This is an optimization exercise on Yosys and OpenROAD, whose aim is small area, a short achievable clock period and few clock cycles per item, not a production implementation.
Only simulation tests tie the RTL to the original design; equivalence was not proved.
No activity file was given, so power comes from the tool's default toggle rates.

<file path="flow/design.v">
module msw_ring (
    input  logic        i_clk,
    input  logic        i_wr_en,
    input  logic [7:0]  i_wr_addr,
    input  logic [15:0] i_wr_data,
    input  logic        i_rd_en,
    input  logic [7:0]  i_rd_addr,
    output logic [15:0] o_rd_data
);
    localparam int MAX_WINDOW = 256;
    logic [15:0] mem [0:MAX_WINDOW-1];
    logic [15:0] r_rd_data;
    always_ff @(posedge i_clk) begin
        if (i_wr_en) begin
            mem[i_wr_addr] <= i_wr_data;
        end
        if (i_rd_en) begin
            if (i_wr_en && (i_wr_addr == i_rd_addr)) begin
                r_rd_data <= i_wr_data;
            end else begin
                r_rd_data <= mem[i_rd_addr];
            end
        end
    end
    assign o_rd_data = r_rd_data;
endmodule
module max_sum_sliding_window (
    input  logic              i_clk,
    input  logic              i_rst_n,
    input  logic              i_cfg_we,
    input  logic [8:0]        i_cfg_data,
    input  logic              i_in_valid,
    output logic              o_in_ready,
    input  logic [15:0]       i_in_sample,
    input  logic              i_in_last,
    output logic              o_res_valid,
    input  logic              i_res_ready,
    output logic [15:0]       o_res_best_start,
    output logic [23:0]       o_res_best_sum,
    output logic [1:0]        o_res_status
);
    localparam int MAX_WINDOW  = 256;
    localparam int MAX_LEN     = 65536;
    localparam int SAMPLE_BITS = 16;
    localparam int CFG_W    = 9;
    localparam int START_W  = 16;
    localparam int SUM_W    = 24;
    localparam int STATUS_W = 2;
    localparam int ADDR_W = 8;    
    localparam int LEN_W  = 9;    
    localparam int CNT_W  = 17;   
    localparam int ACC_W  = SAMPLE_BITS + LEN_W + 1;
    localparam int START_MAX = (1 << START_W) - 1;
    typedef logic signed [SAMPLE_BITS-1:0] t_sample;
    typedef logic signed [ACC_W-1:0]       t_acc;
    typedef logic signed [SUM_W-1:0]       t_sum;
    typedef logic [START_W-1:0]            t_start;
    typedef logic [STATUS_W-1:0]           t_status;
    typedef logic [CFG_W-1:0]              t_cfg;
    typedef logic [LEN_W-1:0]              t_len;
    typedef logic [CNT_W-1:0]              t_cnt;
    typedef logic [ADDR_W-1:0]             t_addr;
    localparam t_status ST_OK    = 2'd0;
    localparam t_status ST_SHORT = 2'd1;
    localparam t_status ST_LONG  = 2'd2;
    function automatic t_len eff_len(input t_cfg w);
        if (w == '0) begin
            eff_len = LEN_W'(1);
        end else if (w > CFG_W'(MAX_WINDOW)) begin
            eff_len = LEN_W'(MAX_WINDOW);
        end else begin
            eff_len = LEN_W'(w);
        end
    endfunction
    function automatic t_sum sat_sum(input t_acc v);
        if (!v[ACC_W-1] && (v[ACC_W-2:SUM_W-1] != '0)) begin
            sat_sum = {1'b0, {(SUM_W-1){1'b1}}};
        end else if (v[ACC_W-1] && (v[ACC_W-2:SUM_W-1] != '1)) begin
            sat_sum = {1'b1, {(SUM_W-1){1'b0}}};
        end else begin
            sat_sum = v[SUM_W-1:0];
        end
    endfunction
    t_cfg    r_cfg_len;
    t_len    r_active_len;
    t_cnt    r_count;
    t_addr   r_wp;
    logic    r_s1_valid;
    t_sample r_s1_sample;
    logic    r_s1_last;
    logic    r_s1_live;
    logic    r_s1_first;
    logic    r_s1_sub;
    logic    r_s1_set;
    logic    r_s1_cmp;
    t_start  r_s1_start;
    t_status r_s1_status;
    t_addr   r_s1_wp;
    t_acc    r_sum;
    t_acc    r_best;
    t_start  r_best_idx;
    logic    r_out_valid;
    t_start  r_out_start;
    t_sum    r_out_sum;
    t_status r_out_status;
    logic    in_accept;
    logic    s1_go;
    logic    s0_first;
    t_len    s0_len;
    logic    s0_live;
    logic    s0_sub;
    t_cnt    s0_cnt_nx;
    t_cnt    s0_diff;
    t_status s0_status;
    t_start  s0_start;
    t_addr   s0_rd_addr;
    t_addr   s0_wp_nx;
    logic    s0_set;
    logic    s0_cmp;
    t_sample  old_sample;
    t_acc     n_sum;
    t_acc     n_best;
    t_start   n_best_idx;
    t_acc     s1_base;
    t_acc     s1_old;
    assign s1_go     = r_s1_valid && (!r_s1_last || !r_out_valid || i_res_ready);
    assign o_in_ready = !r_s1_valid || s1_go;
    assign in_accept = i_in_valid && o_in_ready;
    always_comb begin
        s0_first  = (r_count == '0);
        s0_len    = s0_first ? eff_len(r_cfg_len) : r_active_len;
        s0_live   = (r_count < CNT_W'(MAX_LEN));
        s0_sub    = s0_live && (r_count >= CNT_W'(s0_len));
        s0_cnt_nx = s0_live ? (r_count + CNT_W'(1)) : CNT_W'(MAX_LEN + 1);
        s0_set    = s0_live && (s0_cnt_nx == CNT_W'(s0_len));
        s0_cmp    = s0_live && (s0_cnt_nx > CNT_W'(s0_len));
        s0_diff   = s0_cnt_nx - CNT_W'(s0_len);
        s0_start  = (s0_diff > CNT_W'(START_MAX)) ? START_W'(START_MAX) : START_W'(s0_diff);
        if (s0_cnt_nx > CNT_W'(MAX_LEN)) begin
            s0_status = ST_LONG;
        end else if (s0_cnt_nx < CNT_W'(s0_len)) begin
            s0_status = ST_SHORT;
        end else begin
            s0_status = ST_OK;
        end
        if (LEN_W'(r_wp) >= s0_len) begin
            s0_rd_addr = ADDR_W'(LEN_W'(r_wp) - s0_len);
        end else begin
            s0_rd_addr = ADDR_W'(LEN_W'(r_wp) + LEN_W'(MAX_WINDOW) - s0_len);
        end
        if (LEN_W'(r_wp) + LEN_W'(1) >= LEN_W'(MAX_WINDOW)) begin
            s0_wp_nx = '0;
        end else begin
            s0_wp_nx = r_wp + ADDR_W'(1);
        end
    end
    always_ff @(posedge i_clk) begin
        if (!i_rst_n) begin
            r_cfg_len <= CFG_W'(1);
        end else if (i_cfg_we) begin
            r_cfg_len <= i_cfg_data;
        end
    end
    always_ff @(posedge i_clk) begin
        if (!i_rst_n) begin
            r_active_len <= LEN_W'(1);
            r_count      <= '0;
            r_wp         <= '0;
        end else if (in_accept) begin
            r_active_len <= s0_len;
            if (i_in_last) begin
                r_count <= '0;
                r_wp    <= '0;
            end else begin
                r_count <= s0_cnt_nx;
                if (s0_live) begin
                    r_wp <= s0_wp_nx;
                end
            end
        end
    end
    always_ff @(posedge i_clk) begin
        if (!i_rst_n) begin
            r_s1_valid <= 1'b0;
        end else if (in_accept) begin
            r_s1_valid <= 1'b1;
        end else if (s1_go) begin
            r_s1_valid <= 1'b0;
        end
    end
    always_ff @(posedge i_clk) begin
        if (in_accept) begin
            r_s1_sample <= i_in_sample;
            r_s1_last   <= i_in_last;
            r_s1_live   <= s0_live;
            r_s1_first  <= s0_first;
            r_s1_sub    <= s0_sub;
            r_s1_set    <= s0_set;
            r_s1_cmp    <= s0_cmp;
            r_s1_start  <= s0_start;
            r_s1_status <= s0_status;
            r_s1_wp     <= r_wp;
        end
    end
    msw_ring u_ring (
        .i_clk     (i_clk),
        .i_wr_en   (s1_go && r_s1_live),
        .i_wr_addr (r_s1_wp),
        .i_wr_data (r_s1_sample),
        .i_rd_en   (in_accept),
        .i_rd_addr (s0_rd_addr),
        .o_rd_data (old_sample)
    );
    always_comb begin
        s1_base = r_s1_first ? '0 : r_sum;
        s1_old  = r_s1_sub ? {{(ACC_W-SAMPLE_BITS){old_sample[SAMPLE_BITS-1]}}, old_sample} : '0;
        n_sum   = s1_base - s1_old + {{(ACC_W-SAMPLE_BITS){r_s1_sample[SAMPLE_BITS-1]}}, r_s1_sample};
        if (r_s1_set) begin
            n_best     = n_sum;
            n_best_idx = '0;
        end else if (r_s1_cmp && ($signed(n_sum) >= $signed(r_best))) begin
            n_best     = n_sum;
            n_best_idx = r_s1_start;
        end else begin
            n_best     = r_best;
            n_best_idx = r_best_idx;
        end
    end
    always_ff @(posedge i_clk) begin
        if (s1_go && r_s1_live) begin
            r_sum      <= n_sum;
            r_best     <= n_best;
            r_best_idx <= n_best_idx;
        end
    end
    always_ff @(posedge i_clk) begin
        if (!i_rst_n) begin
            r_out_valid <= 1'b0;
        end else if (s1_go && r_s1_last) begin
            r_out_valid <= 1'b1;
        end else if (i_res_ready) begin
            r_out_valid <= 1'b0;
        end
    end
    always_ff @(posedge i_clk) begin
        if (s1_go && r_s1_last) begin
            r_out_status <= r_s1_status;
            if (r_s1_status == ST_OK) begin
                r_out_start <= n_best_idx;
                r_out_sum   <= sat_sum(n_best);
            end else begin
                r_out_start <= '0;
                r_out_sum   <= '0;
            end
        end
    end
    assign o_res_valid      = r_out_valid;
    assign o_res_best_start = r_out_start;
    assign o_res_best_sum   = r_out_sum;
    assign o_res_status     = r_out_status;
endmodule
</file>
<file path="flow/run.sh">
#!/bin/bash
# synth_recipe.tcl (not shown) runs the flow's synth.tcl, then flattens the netlist and writes it again
# the make line also repeats each setting of config.mk as NAME=value (left out here)
make -C /OpenROAD-flow-scripts/flow DESIGN_CONFIG=/design/flow/config.mk WORK_HOME=/design/flow/orfs CLKGATE_MAP_FILE= SYNTH_SCRIPT=/design/flow/synth_recipe.tcl finish
</file>
<file path="flow/config.mk">
export PLATFORM = sky130hd
export DESIGN_NAME = max_sum_sliding_window
export DESIGN_NICKNAME = max_sum_sliding_window
export VERILOG_FILES = /design/flow/design.v
export SDC_FILE = /design/flow/constraint.sdc
export NUM_CORES = 4
export LEC_CHECK = 0
export CAP_MARGIN = 20
export CORE_MARGIN = 2
export CORE_UTILIZATION = 45
export PLACE_DENSITY = 0.6
export SLEW_MARGIN = 20
</file>
<file path="flow/constraint.sdc">
create_clock -name core_clock -period 10.0 [get_ports {i_clk}]
set_input_delay 2.0000 -clock core_clock [delete_from_list [all_inputs] [get_ports {i_clk}]]
set_output_delay 2.0000 -clock core_clock [all_outputs]
set_load 0.01 [all_outputs]
</file>
==> impl_metrics.toml <==
[timing]
fin_crit_ns = 8.17
rsz0062_at_grt = "no"
fin_tns_setup_ns = 0
skew_ns = 0.0794
relSlewSlack = 0.126
fin_crit_sh = 0.817
timing.final.max_slew_violations = 0
max_clock_freq_mhz = 122
fin_worst_hold_slack_ns = 0.488
finalSetupViolCount = 0
tightest_slew_ns = 1.31
final_hold_viol_count = 0

[detailed_routing]
dr.pass1.iters = 5
viasPerCell = 6.09
wirelength_mm = 436
remaining_drc_errors = 0
dr.first_iter.drc_count = 10600
vias = 81600
drtAntennaViolNets = 0
post_drt_wl_per_cell_um = 32.5

[yosys]
post-synth-top-count-cell = "edfxtp_1"
synth-compound-area-share = 0.0142
synthMuxAreaShare = 0.174
yosysUniqueCellTypes = 73
synthTopCellsByArea = "edfxtp_1 (76%), mux4_2 (17%), nor2_1 (0.73%)"
synth_top_family_by_area = "multiplexers"
post_synth_fa_ha_maj_area_fraction = 0.00917
ys_warn_count = 2
syn_inst = 7573
syn_nets = 7712
yosysSeqAreaShare = 0.762
synth.avg_cell_area_sq_um = 22.4
syn_area_sq_um = 169000
synth_common_cells = "edfxtp_1 (4270), mux4_2 (1280), nor2_1 (331), clkbuf_1 (248), nand3_1 (164)"
ys_ff_latch = 4315
synth_area_leader_cell = "edfxtp_1"
synth-async-reset-ratio = 0
synth-xor-area-share = 0.00349
synth-edff-count = 4270
synth_top_area_share = 0.757
ys.flop_type = "edfxtp_1"
synthSimpleGateAreaFrac = 0.0237

[run_status]
status = "timing/DRC/antenna clean"

[setup_path]
cp.arrival_ns = 8.84
crit_path_cell_trace = "inv_2 -> nand3_1 -> nor3_2 -> mux2_2 -> ha_4 -> inv_1 -> fa_4 -> buf_12 -> buf_4 -> mux4_2 -> mux4_2 -> a22oi_1 -> a31oi_1 -> nor3_1 -> o31ai_1"
endpoint_kind = "flop"
cp_max_fo = 59
cp_slowest_cell = "fa_4"
max_stage_delay_ns = 1.49
crit_family = "simple AND/OR/NAND/NOR gates"
path_buf_inv = 4
cpMostUsedCell = "mux4_2"
r2r_cells = 15
worst-path-stages = 15
worstSetupPathType = "flop to flop"
required_ns = 10.67
startpoint_type = "flop"

[placed_design]
post-dp-hpwl_mm = 247
place.gp.congestion = 0.826
portBuffers = 74
numPlacedInstances = 12600

[power]
p_leak_uw = 0.0599
p_per_area_nw_per_um2 = 229
vdd_drop_max_v = 0.000170

[clock_tree]
tritoncts = "yes"
cts_buffers = 440
root_buffer = "clkbuf_16"
cts_htree_levels = 5
cts_resized = 0
cts_buffer_depth = 4
clock_sinks = 4315
path_clk_slew_ns = 0.06
hold_buffers = 0
post_cts_buffers = 0
clk_latency_ns = 0.99

[layout]
syn_to_final_growth_pct = 13.6
drive_above_1_share = 0.291
fin_util = 0.513
finalNetCount = 8196
seq_area_sq_um = 129000
multi_input_area_sq_um = 38600
instances_no_fill = 13400
n_fill_cell = 29000

[job]
cap_violations = 0

[floorplan]
start_util = 0.452
ios = 75
die-area_sq_um = 382000
die_w_um = 618
rows = 225
core-area_sq_um = 375000
fp.dieH_um = 618

[grt]
antenna_found_initial = 21
grt_pass1_wl_mm = 620
grt.overflow.total = 0
first_global_vias = 82200
grtUsageTotal = 0.227
grt_start_max_net_pins = 202

[worst_hold_path]
holdPathStages = 2
hold_path_class = "flop to flop"
[registers in the layout, summed over array words and instances (netlist names), 17 cells and up]
signal and flops:
r_out_sum 24, r_best 26, u_ring.mem 4096, r_count 17
r_sum 26
[where the power goes]
part           internal (uW)  total (uW)  switching (uW)
Clock                   9140       16000            6880
Sequential             20100       20200            94.7
Combinational           3190        7820            4630
[metrics by stage]
stage	cell area (sq um)	setup WS (ns)	total power [uW]
floorplan	169000	0.243	25800
global placement	178000	1.64	28400
detailed placement	178000	1.80	28500
CTS	192000	1.74	44400
global route	192000	1.62	45500
finish	192000	1.83	44100
[cell usage in the layout, fill, tap and decap left out, drive strengths merged, types with 12 or more instances in the layout]
master	count
a21oi	53
nand3	165
nand2	132
mux2i	41
buf	386
edfxtp	4270
clkbuf	546
and2	21
or3	13
clkinv	184
xor2	32
o21ai	60
o31ai	18
nor3	75
clkdlybuf4s50	74
ha	81
mux2	20
inv	131
a31oi	71
a21o	12
fa	27
nor2	332
xnor2	32
bufinv	38
dfxtp	45
nand2b	30
nor2b	52
mux4	1280
a22oi	78
nand4	16
[cells by family after synthesis]
| group | after synthesis |
|---|---|
| xor+xnor | 65 |
| buf+inv | 533 |
| mux | 1341 |
| fa+ha+maj | 108 |
| simple gates | 863 |
| flops | 4315 |
| compound gates | 348 |
[worst reg2reg max path: stages (launching register included)]
cell	delay (ns)
dfxtp_1	0.55
inv_2	0.25
nand3_1	0.12
nor3_2	0.83
mux2_2	0.41
ha_4	0.15
inv_1	0.04
fa_4	1.49
buf_12	0.48
buf_4	0.64
mux4_2	0.44
mux4_2	0.56
a22oi_1	0.54
a31oi_1	0.26
nor3_1	0.86
o31ai_1	0.22
[path summary, 6_finish.rpt]
check                       start              endpoint  slack (ns)
setup reg to reg      r_count[16]  u_ring.r_rd_data[11]        1.83
setup / recovery      r_count[16]  u_ring.r_rd_data[11]        1.83
hold reg to reg   r_active_len[0]       r_active_len[0]        0.49
hold / removal    r_active_len[0]       r_active_len[0]        0.49
[routing by layer]
metal	global-route usage	share of wire	vias up
met5	0	0	-
li1	-	-	32900
met3	0.0426	0.082	662
met2	0.363	0.48	3622
met4	0.0582	0.027	0
met1	0.324	0.41	44400
[final cells by class]
type | instances | share of cell area
diodes | 3 | 0.0000390
clock buffers | 546 | 0.0599
clock inverters | 245 | 0.0123
inverters | 115 | 0.00225
multi-input cells | 2725 | 0.200
flip-flops and latches | 4315 | 0.671
well taps | 4994 | 0.0325
repair buffers | 460 | 0.0218
Testbench counts, summed over its fixed seeds: cycles 59,102, items 59,080.

[afterwards: timing with drivers on the ports]
The results above use ideal ports. As a check the final layout listed here was re-extracted and re-timed, cells and wires unchanged. Step 1, drivers: a clkbuf_16 drives i_clk and a buf_2 each remaining input, both assumed. Step 2 adds t to the input delays and takes it off the output delays; t is the mean of the earliest and latest rising clock arrival at the registers after step 1. Input paths then give back, and output paths get back, about the clock's delay inside the block. a / b / c = ideal ports / drivers / drivers and shift; a / b = the first two.
shift t [ns]: 1.065
setup WS [ns]: 1.830 / 1.830 / 1.830
worst data-port slew with drivers (ns): 0.09
After both steps this run still meets setup and hold. The setup slack of this run moves by 0.000 ns with the drivers and by 0.000 ns with both steps.
